Background: an optimization exercise with open tools, aiming at small area. Do not read the settings as production practice.
The RTL was checked by simulation tests, not by an equivalence proof against the original design.

== JK ==
==> flow/design.v <==
module umi_merge_addr_eq (
  input  logic [63:0] a,
  input  logic [63:0] q,
  input  logic [4:0]  cnt,
  output logic        eq
);
  logic [5:0]  lo;
  logic [63:5] cy;
  logic [7:0]  blk;    
  assign lo = {1'b0, q[4:0]} + {1'b0, cnt};
  always_comb begin
    blk[0] = lo[5];
    for (int k = 1; k < 8; k++)
      blk[k] = blk[k-1] & (&q[5+8*(k-1) +: 8]);
    for (int i = 5; i < 64; i++) begin
      if ((i - 5) % 8 == 0) cy[i] = blk[(i-5)/8];
      else                  cy[i] = cy[i-1] & q[i-1];
    end
  end
  assign eq = (a == {q[63:5] ^ cy, lo[4:0]});
endmodule
module umi_merge_rot (
  input  logic [63:0] d,
  input  logic [2:0]  b,
  output logic [63:0] r
);
  logic [63:0] r1, r2;
  assign r1 = b[0] ? {d[55:0],  d[63:56]} : d;
  assign r2 = b[1] ? {r1[47:0], r1[63:48]} : r1;
  assign r  = b[2] ? {r2[31:0], r2[63:32]} : r2;
endmodule
module umi_merge_dnext (
  input  logic [31:0]  wr,
  input  logic [31:0]  hold,
  input  logic [63:0]  rot,
  input  logic [255:0] q,
  output logic [255:0] d
);
  always_comb begin
    for (int j = 0; j < 32; j++)
      d[j*8 +: 8] = ({8{wr[j]}} & rot[(j%8)*8 +: 8]) | ({8{hold[j]}} & q[j*8 +: 8]);
  end
endmodule
module umi_merge_hold #(
  parameter int W = 1
) (
  input  logic         wr,
  input  logic         hold,
  input  logic [W-1:0] a,
  input  logic [W-1:0] q,
  output logic [W-1:0] d
);
  assign d = ({W{wr}} & a) | ({W{hold}} & q);
endmodule
module umi_packet_merge_multi #(
  parameter int CW      = 32,
  parameter int AW      = 64,
  parameter int IDW     = 64,
  parameter int ODW     = 256,
  parameter int TIMEOUT = 16
) (
  input  logic           clk,
  input  logic           reset,
  input  logic           flush,
  input  logic           umi_in_valid,
  input  logic [CW-1:0]  umi_in_cmd,
  input  logic [AW-1:0]  umi_in_dstaddr,
  input  logic [AW-1:0]  umi_in_srcaddr,
  input  logic [IDW-1:0] umi_in_data,
  output logic           umi_in_ready,
  output logic           umi_out_valid,
  output logic [CW-1:0]  umi_out_cmd,
  output logic [AW-1:0]  umi_out_dstaddr,
  output logic [AW-1:0]  umi_out_srcaddr,
  output logic [ODW-1:0] umi_out_data,
  input  logic           umi_out_ready,
  output logic           busy
);
  localparam int OB = ODW / 8;    
  logic           busy_q, full_q;
  logic [8:0]     hi_q;      
  logic           eom_q;     
  logic [5:0]     mid_q;     
  logic [7:0]     lo_q;      
  logic [4:0]     cm1_q;     
  logic [AW-1:0]  dst_q, src_q;
  logic [ODW-1:0] data_q;
  logic accum;
  assign accum = busy_q & ~full_q;
  logic [2:0] bm1;
  logic       in_eom, in_mergeable;
  always_comb begin
    case (umi_in_cmd[6:5])
      2'd0:    bm1 = umi_in_cmd[10:8];
      2'd1:    bm1 = {umi_in_cmd[9:8], 1'b1};
      2'd2:    bm1 = {umi_in_cmd[8], 2'b11};
      default: bm1 = 3'b111;
    endcase
  end
  assign in_eom       = umi_in_cmd[22];
  assign in_mergeable = ~umi_in_cmd[24] &
                        ((umi_in_cmd[4:0] == 5'h01) | (umi_in_cmd[4:0] == 5'h02) |
                         (umi_in_cmd[4:0] == 5'h03) | (umi_in_cmd[4:0] == 5'h04) |
                         (umi_in_cmd[4:0] == 5'h05) | (umi_in_cmd[4:0] == 5'h07));
  logic [4:0] cnt;
  logic [5:0] sum;
  logic       fields_eq, dst_eq, src_eq, fits, match;
  assign cnt  = cm1_q + 5'd1;
  assign sum  = {1'b0, cm1_q} + {3'b000, bm1} + 6'd1;    
  assign fits = ~sum[5];
  assign fields_eq = (umi_in_cmd[31:23] == hi_q) &
                     (umi_in_cmd[21:16] == mid_q) &
                     (umi_in_cmd[7:0]   == lo_q);
  umi_merge_addr_eq u_dst_eq (.a(umi_in_dstaddr), .q(dst_q), .cnt(cnt), .eq(dst_eq));
  umi_merge_addr_eq u_src_eq (.a(umi_in_srcaddr), .q(src_q), .cnt(cnt), .eq(src_eq));
  assign match = fields_eq & dst_eq & src_eq & fits;
  logic load, absorb, take;
  assign load   = umi_in_valid & (~busy_q | (full_q & umi_out_ready));
  assign absorb = umi_in_valid & accum & match & ~flush;
  assign take   = load | absorb;
  assign umi_in_ready = ~reset & (~busy_q | (full_q ? umi_out_ready : (match & ~flush)));
  logic [4:0]     off;
  logic [IDW-1:0] rot;
  logic [OB-1:0]  wr, hold;
  logic [ODW-1:0] data_d;
  assign off  = accum ? cnt : 5'd0;
  umi_merge_rot u_rot (.d(umi_in_data), .b(off[2:0]), .r(rot));
  logic [3:0] wend;
  logic [7:0] in_a, in_b;
  logic [3:0] lane_a, lane_b;
  assign wend = {1'b0, off[2:0]} + {1'b0, bm1};
  always_comb begin
    for (int r = 0; r < 8; r++) begin
      in_a[r] = (3'(r) >= off[2:0]) & (4'(r) <= wend);
      in_b[r] = (4'(r + 8) <= wend);
    end
    for (int q = 0; q < 4; q++) begin
      lane_a[q] = take & (off[4:3] == 2'(q));
      lane_b[q] = take & (off[4:3] == 2'(q - 1)) & (q != 0);
    end
    for (int j = 0; j < OB; j++) begin
      wr[j]   = (lane_a[j/8] & in_a[j%8]) | (lane_b[j/8] & in_b[j%8]);
      hold[j] = ~load & ~wr[j];
    end
  end
  umi_merge_dnext u_dnext (.wr(wr), .hold(hold), .rot(rot), .q(data_q), .d(data_d));
  always_ff @(posedge clk or posedge reset) begin
    if (reset) begin
      busy_q <= 1'b0;
      full_q <= 1'b0;
    end else if (load) begin
      busy_q <= 1'b1;
      full_q <= in_eom | ~in_mergeable;
    end else if (absorb) begin
      full_q <= in_eom | (sum[4:0] == 5'd31);
    end else if (accum) begin
      if (umi_in_valid | flush) full_q <= 1'b1;
    end else if (full_q & umi_out_ready) begin
      busy_q <= 1'b0;
      full_q <= 1'b0;
    end
  end
  logic [151:0] hdr_q, hdr_d;
  assign hdr_q = {hi_q, mid_q, lo_q, dst_q, src_q};
  umi_merge_hold #(.W(152)) u_hdr (
    .wr(load), .hold(~load),
    .a({umi_in_cmd[31:23], umi_in_cmd[21:16], umi_in_cmd[7:0], umi_in_dstaddr, umi_in_srcaddr}),
    .q(hdr_q), .d(hdr_d));
  always_ff @(posedge clk) begin
    {hi_q, mid_q, lo_q, dst_q, src_q} <= hdr_d;
    if (take) eom_q <= in_eom;
    if (load)        cm1_q <= {2'b00, bm1};
    else if (absorb) cm1_q <= sum[4:0];
    data_q <= data_d;
  end
  logic [4:0] len;
  assign len = cm1_q >> lo_q[6:5];
  assign umi_out_valid   = full_q;
  assign busy            = busy_q;
  assign umi_out_cmd     = {hi_q, eom_q, mid_q, 3'b000, len, lo_q};
  assign umi_out_dstaddr = dst_q;
  assign umi_out_srcaddr = src_q;
  assign umi_out_data    = data_q;
endmodule
clock: 12.0 ns
lec_check: 0
cap_margin: 20
core_margin: 2
core_utilization: 65
cts_buf_list: sky130_fd_sc_hd__clkbuf_4
cts_cluster_diameter: 50
cts_cluster_size: 8
slew_margin: 20
synth_hierarchical: 1
synth_minimum_keep_size: 0
standard.sh (not shown) runs the stock make flow with config.mk's settings and CLKGATE_MAP_FILE= SYNTH_SCRIPT=/design/flow/synth_recipe.tcl, a recipe that flattens the netlist after the stock synthesis.
==> flow/flow/run.sh <==
#!/bin/bash
# Standard layout, with plain buf_1 cells as the port buffers and a clock
# tree of small clusters of clkbuf_4 built without dummy loads.
set -e
cp standard.sh standard_sh_copy.log
export BUFFER_PORTS_ARGS="-buffer_cell sky130_fd_sc_hd__buf_1"
export CTS_ARGS="-sink_clustering_enable -repair_clock_nets -dont_use_dummy_load -buf_list {sky130_fd_sc_hd__clkbuf_4} -sink_clustering_size 8 -sink_clustering_max_diameter 50"
bash standard.sh > standard.log 2>&1
Relative to JK, the following input files were edited for MS:
--- a/flow/design.v
+++ b/flow/design.v
@@ -28,20 +28,20 @@
   assign r1 = b[0] ? {d[55:0],  d[63:56]} : d;
   assign r2 = b[1] ? {r1[47:0], r1[63:48]} : r1;
   assign r  = b[2] ? {r2[31:0], r2[63:32]} : r2;
 endmodule
 module umi_merge_dnext (
   input  logic [31:0]  wr,
-  input  logic [31:0]  hold,
+  input  logic         hold,
   input  logic [63:0]  rot,
   input  logic [255:0] q,
   output logic [255:0] d
 );
   always_comb begin
     for (int j = 0; j < 32; j++)
-      d[j*8 +: 8] = ({8{wr[j]}} & rot[(j%8)*8 +: 8]) | ({8{hold[j]}} & q[j*8 +: 8]);
+      d[j*8 +: 8] = ({8{wr[j]}} & rot[(j%8)*8 +: 8]) | ({8{hold}} & q[j*8 +: 8]);
   end
 endmodule
 module umi_merge_hold #(
   parameter int W = 1
 ) (
   input  logic         wr,
@@ -78,13 +78,13 @@
 );
   localparam int OB = ODW / 8;    
   logic           busy_q, full_q;
   logic [8:0]     hi_q;      
   logic           eom_q;     
   logic [5:0]     mid_q;     
-  logic [7:0]     lo_q;      
+  logic [6:0]     lo_q;      
   logic [4:0]     cm1_q;     
   logic [AW-1:0]  dst_q, src_q;
   logic [ODW-1:0] data_q;
   logic accum;
   assign accum = busy_q & ~full_q;
   logic [2:0] bm1;
@@ -107,24 +107,24 @@
   logic       fields_eq, dst_eq, src_eq, fits, match;
   assign cnt  = cm1_q + 5'd1;
   assign sum  = {1'b0, cm1_q} + {3'b000, bm1} + 6'd1;    
   assign fits = ~sum[5];
   assign fields_eq = (umi_in_cmd[31:23] == hi_q) &
                      (umi_in_cmd[21:16] == mid_q) &
-                     (umi_in_cmd[7:0]   == lo_q);
+                     (umi_in_cmd[6:0]   == lo_q);
   umi_merge_addr_eq u_dst_eq (.a(umi_in_dstaddr), .q(dst_q), .cnt(cnt), .eq(dst_eq));
   umi_merge_addr_eq u_src_eq (.a(umi_in_srcaddr), .q(src_q), .cnt(cnt), .eq(src_eq));
   assign match = fields_eq & dst_eq & src_eq & fits;
   logic load, absorb, take;
   assign load   = umi_in_valid & (~busy_q | (full_q & umi_out_ready));
   assign absorb = umi_in_valid & accum & match & ~flush;
   assign take   = load | absorb;
   assign umi_in_ready = ~reset & (~busy_q | (full_q ? umi_out_ready : (match & ~flush)));
   logic [4:0]     off;
   logic [IDW-1:0] rot;
-  logic [OB-1:0]  wr, hold;
+  logic [OB-1:0]  wr;
   logic [ODW-1:0] data_d;
   assign off  = accum ? cnt : 5'd0;
   umi_merge_rot u_rot (.d(umi_in_data), .b(off[2:0]), .r(rot));
   logic [3:0] wend;
   logic [7:0] in_a, in_b;
   logic [3:0] lane_a, lane_b;
@@ -135,18 +135,16 @@
       in_b[r] = (4'(r + 8) <= wend);
     end
     for (int q = 0; q < 4; q++) begin
       lane_a[q] = take & (off[4:3] == 2'(q));
       lane_b[q] = take & (off[4:3] == 2'(q - 1)) & (q != 0);
     end
-    for (int j = 0; j < OB; j++) begin
-      wr[j]   = (lane_a[j/8] & in_a[j%8]) | (lane_b[j/8] & in_b[j%8]);
-      hold[j] = ~load & ~wr[j];
-    end
+    for (int j = 0; j < OB; j++)
+      wr[j] = (lane_a[j/8] & in_a[j%8]) | (lane_b[j/8] & in_b[j%8]);
   end
-  umi_merge_dnext u_dnext (.wr(wr), .hold(hold), .rot(rot), .q(data_q), .d(data_d));
+  umi_merge_dnext u_dnext (.wr(wr), .hold(~load), .rot(rot), .q(data_q), .d(data_d));
   always_ff @(posedge clk or posedge reset) begin
     if (reset) begin
       busy_q <= 1'b0;
       full_q <= 1'b0;
     end else if (load) begin
       busy_q <= 1'b1;
@@ -157,28 +155,28 @@
       if (umi_in_valid | flush) full_q <= 1'b1;
     end else if (full_q & umi_out_ready) begin
       busy_q <= 1'b0;
       full_q <= 1'b0;
     end
   end
-  logic [151:0] hdr_q, hdr_d;
+  logic [150:0] hdr_q, hdr_d;
   assign hdr_q = {hi_q, mid_q, lo_q, dst_q, src_q};
-  umi_merge_hold #(.W(152)) u_hdr (
+  umi_merge_hold #(.W(151)) u_hdr (
     .wr(load), .hold(~load),
-    .a({umi_in_cmd[31:23], umi_in_cmd[21:16], umi_in_cmd[7:0], umi_in_dstaddr, umi_in_srcaddr}),
+    .a({umi_in_cmd[31:23], umi_in_cmd[21:16], umi_in_cmd[6:0], umi_in_dstaddr, umi_in_srcaddr}),
     .q(hdr_q), .d(hdr_d));
   always_ff @(posedge clk) begin
     {hi_q, mid_q, lo_q, dst_q, src_q} <= hdr_d;
     if (take) eom_q <= in_eom;
     if (load)        cm1_q <= {2'b00, bm1};
     else if (absorb) cm1_q <= sum[4:0];
     data_q <= data_d;
   end
   logic [4:0] len;
   assign len = cm1_q >> lo_q[6:5];
   assign umi_out_valid   = full_q;
   assign busy            = busy_q;
-  assign umi_out_cmd     = {hi_q, eom_q, mid_q, 3'b000, len, lo_q};
+  assign umi_out_cmd     = {hi_q, eom_q, mid_q, 3'b000, len, 1'b0, lo_q};
   assign umi_out_dstaddr = dst_q;
   assign umi_out_srcaddr = src_q;
   assign umi_out_data    = data_q;
 endmodule
Results
Flow for MS halted at I/O pin placement (3_2_place_iop), error code PPL-0024.
Re site row count: no difference whatsoever between JK and MS.
Mean post-synth cell area grows slightly when moving from JK to MS.
JK → MS: die height fell about 1.4%; initial core utilization fell 0.92 points.
MS: width of the chip is about 1.4% lower than what JK reported.
Compared with JK, in MS summed instance area of the synthesized netlist shrank by 600 um2; synthesized cell count shrank by 3.3%.

==> separate check: timing with driven ports <==
In the flow no input, the clock included, has a driving cell. The finished layout below was timed again as built, in two steps. Step 1 (the two cells are an assumption about what drives the block):
set clk [get_ports {clk}]
set_driving_cell -lib_cell sky130_fd_sc_hd__clkbuf_16 $clk
set_driving_cell -lib_cell sky130_fd_sc_hd__buf_2 [delete_from_list [all_inputs] $clk]
Step 2, shift: input delay + t, output delay - t, t = (earliest + latest rising clock arrival at the registers) / 2. This alone moves slack from input paths to output paths. Slacks: no drivers / after step 1 / after step 2; pairs: no drivers / after step 1.
run: JK
t, ns: 0.766
setup slack, ns: 2.170 / 2.117 / 2.883
latest minus earliest clock arrival (ns): 0.084 / 0.083
worst data-port slew with drivers (ns): 0.14
After both steps setup and hold are still met in JK. For JK, drivers alone change the setup slack by -0.053 ns; drivers and shift together by +0.713 ns.
